This design comes from an exercise in tuning for small area on the open sky130 flow, not from production work. The RTL was checked by simulation tests, not by an equivalence proof against the original design. Power figures rest on the tool's default switching activity, not on a simulated workload.

the baseline:
==> flow/design.v (excerpt) <==
module csr_top (
    input  logic                          clk_i,
    input  logic                          arst_n_i,
    input  logic                          csr_valid_i,
    input  logic                          csr_csren_i,
    input  logic [csr_pkg::CSR_IDX_W-1:0] csr_index_i,
    input  logic [csr_pkg::XLEN-1:0]      csr_data_i,
    input  logic                          csr_mret_i,
    input  logic                          commit_valid_i,
    input  logic [csr_pkg::OPCODE_W-1:0]  commit_opcode_i,
    input  logic [csr_pkg::XLEN-1:0]      commit_pc_i,
    input  logic                          commit_trap_i,
    input  logic                          commit_trap_async_i,
    input  logic [csr_pkg::TRAP_CAUSE_W-1:0] commit_trap_cause_i,
    input  logic [csr_pkg::XLEN-1:0]      commit_trap_value_i,
    input  logic [csr_pkg::CSR_IDX_W-1:0] read_index_i,
    output logic [csr_pkg::XLEN-1:0]      read_data_o,
    output logic                          read_illegal_o,
    output logic                          flush_req_o,
    output logic [csr_pkg::XLEN-1:0]      flush_newpc_o
);
For scale: ~1,900 cells after synthesis, roughly 450 flip-flops, ~370 I/O pins, roughly 0.021 mm^2 of cells after synthesis.
export LEC_CHECK = 0
export CAP_MARGIN = 20
export CORE_MARGIN = 2
export CORE_UTILIZATION = 50
export PLACE_DENSITY = 0.75
export SLEW_MARGIN = 20
create_clock -name core_clock -period 7.0 [get_ports {clk_i}]
standard.sh (not shown) runs the stock make flow with config.mk's settings and CLKGATE_MAP_FILE= SYNTH_SCRIPT=/design/flow/synth_recipe.tcl, a recipe that flattens the netlist after the stock synthesis.
==> flow/flow/run.sh <==
#!/bin/bash
# Layout flow: the standard ORFS flow with three changes
#  - synthesis maps the logic with an area-oriented ABC script (flow/abc_area.script);
#    everything else in synthesis (synth_recipe.tcl, the register mapping) is unchanged
#  - port buffers use the smallest buffer, sky130_fd_sc_hd__buf_1
#  - CTS options from flow/cts_args.txt
set -euo pipefail
here=$(pwd)

# synthesis script: ORFS synth.tcl with the ABC script swapped, sourced by synth_recipe.tcl
sed "s|^\( *\)log_cmd abc {\*}\$abc_args|\1set abc_args [lreplace \$abc_args 1 1 $here/flow/abc_area.script]\n\1log_cmd abc {*}\$abc_args|" \
    "$FLOW_HOME/scripts/synth.tcl" > my_synth_core.tcl
grep -q "abc_area.script" my_synth_core.tcl
sed "s|source \$::env(SCRIPTS_DIR)/synth.tcl|source $here/my_synth_core.tcl|" synth_recipe.tcl > my_synth.tcl
grep -q "my_synth_core.tcl" my_synth.tcl
sed "s|SYNTH_SCRIPT=[^ ]*synth_recipe.tcl|SYNTH_SCRIPT=$here/my_synth.tcl|" standard.sh > my_standard.sh
grep -q "my_synth.tcl" my_standard.sh

export BUFFER_PORTS_ARGS="-buffer_cell sky130_fd_sc_hd__buf_1"
if [[ -f flow/cts_args.txt ]]; then
  export CTS_ARGS="$(cat flow/cts_args.txt)"
fi

bash my_standard.sh > flow.log 2>&1
==> flow/flow/abc_area.script <==
&get -n
&st
&dch
&nf -R 30
&put
topo
stime -c
dnsize -c
==> flow/flow/cts_args.txt <==
-sink_clustering_enable -repair_clock_nets -dont_use_dummy_load -buf_list sky130_fd_sc_hd__clkbuf_2
Both conditions hold for the baseline: the flow ran to the end and the final layout passed the timing, DRC and antenna checks.
#### Input delta (the candidate over the baseline)
diff --git a/flow/flow/run.sh b/flow/flow/run.sh
--- a/flow/flow/run.sh
+++ b/flow/flow/run.sh
@@ -5,4 +5,5 @@
 #  - port buffers use the smallest buffer, sky130_fd_sc_hd__buf_1
 #  - CTS options from flow/cts_args.txt
+#  - power recovery (downsizing non-critical gates) after global routing
 set -euo pipefail
 here=$(pwd)
@@ -22,3 +23,6 @@
 fi
 
+# downsize gates on paths with positive slack after global routing
+export RECOVER_POWER=100
+
 bash my_standard.sh > flow.log 2>&1
diff --git a/flow/config.mk b/flow/config.mk
--- a/flow/config.mk
+++ b/flow/config.mk
@@ -8,5 +8,4 @@
 export CAP_MARGIN = 20
 export CORE_MARGIN = 2
-export CORE_UTILIZATION = 50
-export PLACE_DENSITY = 0.75
+export CORE_UTILIZATION = 40
 export SLEW_MARGIN = 20
Results
- The flow for the candidate finished, though final verification flagged max-capacitance violations, max-slew violations.
- Period utilization for the candidate: 2.8 points down relative to the baseline
- Changes observed in the candidate relative to the baseline: sum of internal, switching and leakage power shows an increase of 67 uW, final design area excluding fillers shows an increase of about 0.7%, combinational fraction of design power shows no meaningful change, clock power shows an increase of about 4%, placed cell area shows an increase of 1.2%.
- Looking at fraction of the core area covered by cells at the end of the flow, the candidate sits 11 points below the baseline.
- Number of non-clock buffers in the layout, the baseline and the candidate: larger value in the candidate

## job 8868
Starting RTL as in the previous note.
==> flow/config.mk <==
export PLATFORM = sky130hd
export DESIGN_NAME = csr_top
export DESIGN_NICKNAME = csr_top
export VERILOG_FILES = /design/flow/design.v
export SDC_FILE = /design/flow/constraint.sdc
export NUM_CORES = 4
export LEC_CHECK = 0
export CAP_MARGIN = 20
export CORE_MARGIN = 2
export CORE_UTILIZATION = 40
export SLEW_MARGIN = 20
==> flow/constraint.sdc <==
create_clock -name core_clock -period 7.0 [get_ports {clk_i}]
set_input_delay 1.4000 -clock core_clock [delete_from_list [all_inputs] [get_ports {clk_i}]]
set_output_delay 1.4000 -clock core_clock [all_outputs]
set_load 0.01 [all_outputs]
==> flow/flow/run.sh <==
#!/bin/bash
# Layout flow: the standard ORFS flow with three changes
#  - synthesis maps the logic with an area-oriented ABC script (flow/abc_area.script);
#    everything else in synthesis (synth_recipe.tcl, the register mapping) is unchanged
#  - port buffers use the smallest buffer, sky130_fd_sc_hd__buf_1
#  - CTS options from flow/cts_args.txt
set -euo pipefail
here=$(pwd)

# synthesis script: ORFS synth.tcl with the ABC script swapped, sourced by synth_recipe.tcl
sed "s|^\( *\)log_cmd abc {\*}\$abc_args|\1set abc_args [lreplace \$abc_args 1 1 $here/flow/abc_area.script]\n\1log_cmd abc {*}\$abc_args|" \
    "$FLOW_HOME/scripts/synth.tcl" > my_synth_core.tcl
grep -q "abc_area.script" my_synth_core.tcl
sed "s|source \$::env(SCRIPTS_DIR)/synth.tcl|source $here/my_synth_core.tcl|" synth_recipe.tcl > my_synth.tcl
grep -q "my_synth_core.tcl" my_synth.tcl
sed "s|SYNTH_SCRIPT=[^ ]*synth_recipe.tcl|SYNTH_SCRIPT=$here/my_synth.tcl|" standard.sh > my_standard.sh
grep -q "my_synth.tcl" my_standard.sh

export BUFFER_PORTS_ARGS="-buffer_cell sky130_fd_sc_hd__buf_1"
if [[ -f flow/cts_args.txt ]]; then
  export CTS_ARGS="$(cat flow/cts_args.txt)"
fi

bash my_standard.sh > flow.log 2>&1
Scripts as last shown in full above: flow/flow/abc_area.script, flow/flow/cts_args.txt
Modified inputs, job 2784 compared to job 8868
==> flow/flow/abc_area.script <==
&get -n
&st
&dch
&nf
&put
topo
stime -c
dnsize -c
Findings:
Looking at job 2784 and job 8868, the placement-stage cell area is a wash.
The final reports for job 2784 and job 8868 show global-route usage lower in the former.
On core utilization, job 2784 and job 8868 are basically level.
In the flow results for job 2784 and job 8868, the worst vdd rail ir drop is smaller on job 8868.
The setup slack in job 2784 sits 0.059 ns below the value recorded for job 8868.
Looking only at area overhead of the layout relative to synthesis, and setting everything else aside, the lower value of job 2784 and job 8868 goes to job 2784.
In job 2784, the ratio of final minimum period to clock period came out 0.84 points above the value in job 8868.
Job 2784 -> job 8868: count of flip-flops and latches delta 0, exact match
[compare] base=job 8868 new=job 2784: worst hold slack fell by 0.21 ns; number of multi-input combinational cells stayed essentially flat.
> inputs changed (job 2784 -> job 8445)
# job 2784
export LEC_CHECK = 0
export CAP_MARGIN = 20
export CORE_MARGIN = 2
export CORE_UTILIZATION = 40
export SLEW_MARGIN = 20
create_clock -name core_clock -period 7.0 [get_ports {clk_i}]
# job 8445
export LEC_CHECK = 0
export CAP_MARGIN = 20
export CORE_MARGIN = 2
export CORE_UTILIZATION = 60
export SLEW_MARGIN = 20
create_clock -name core_clock -period 7.0 [get_ports {clk_i}]
Notes after the runs:
Job 8445: done, clean on timing, DRC and antenna. Number of detailed-routing iterations run before antenna repair down 2 in job 8445 wrt job 2784. Changes observed in job 8445 relative to job 2784: die area went down by about 33%; worst-case setup slack after placement went down by 0.49 ns; flop-to-flop setup slack was more or less identical. Post-layout minimum cycle time in job 8445 is 0.090 ns higher than in job 2784. Job 8445 does worse than job 2784 on final worst-path setup slack. Share of final layout cell area taken by clock buffers and inverters: job 8445 vs job 2784, no meaningful difference. Job 8445: utilization of the core after routing higher than job 2784. According to the power report, total power for job 8445 is lower than for job 2784. When job 8445 is measured against job 2784, its arrival time of the worst setup path turns out 0.09 ns higher. In the metrics for job 2784 and job 8445, the one carrying the lower number of vias in the routed layout is job 2784.
### job 8445 -> job 1057
# job 8445
export LEC_CHECK = 0
export CAP_MARGIN = 20
export CORE_MARGIN = 2
export CORE_UTILIZATION = 60
export SLEW_MARGIN = 20
create_clock -name core_clock -period 7.0 [get_ports {clk_i}]
# job 1057
export LEC_CHECK = 0
export CAP_MARGIN = 20
export CORE_MARGIN = 2
export CORE_UTILIZATION = 40
export PLACE_DENSITY = 0.85
export SLEW_MARGIN = 20
create_clock -name core_clock -period 7.0 [get_ports {clk_i}]
==> flow/flow/abc_area.script <==
&get -n
&st
&dch
&nf -R 30
&put
topo
stime -c
dnsize -c
Findings:
- Diff job 8445 -> job 1057 | maximum frequency | up by a few percent
- Of job 1057 and job 8445, it is job 1057 that has the lower final critical-path share of the clock period.
- When the final numbers for job 1057 and job 8445 were put side by side, the multi-input logic area turned out to be greater in job 8445.
- Job 1057 vs job 8445: final wirelength up
- Comparing job 1057 and job 8445, the lower met1 layer usage reported by global route is on job 1057.
- Number of signal-net buffers in the layout: job 1057 vs job 8445 up 0.73%
- Total power (lower): job 8445
- Clock power: job 1057 vs job 8445, no meaningful difference
- On clock share of power, job 1057 tracks job 8445 almost exactly.

==> afterwards: timing with drivers on the ports <==
No port has a modelled driver above. Below, the same layouts with a new extraction and two added sets of constraints. Step 1 (the two cells are an assumption about what drives the block):
set clk [get_ports {clk_i}]
set_driving_cell -lib_cell sky130_fd_sc_hd__clkbuf_16 $clk
set_driving_cell -lib_cell sky130_fd_sc_hd__buf_2 [delete_from_list [all_inputs] $clk]
Step 2 moves the port delays by t, midway between the first and last clock arrival at a register: inputs arrive t later, outputs are due t later. That takes back most of the time a late clock gives input paths. Three values: no drivers, after step 1, after step 2; two values: the first two.
run	t, ns	setup slack, ns	worst slew at a driven data input, ns	cell pins on the clock port's net
the baseline	1.068	0.137 / 0.112 / 0.112	0.14	1
the candidate	1.122	0.335 / 0.312 / -0.738	0.13	1
job 8868	1.117	0.322 / 0.299 / 0.299	0.13	1
job 2784	1.144	0.263 / 0.230 / 0.230	0.11	1
job 8445	1.050	0.173 / 0.132 / 0.132	0.10	1
job 1057	1.105	0.338 / 0.314 / 0.314	0.09	1
The setup slack of the candidate, which loses most, moves by -0.023 ns with the drivers and by -1.073 ns with both steps.
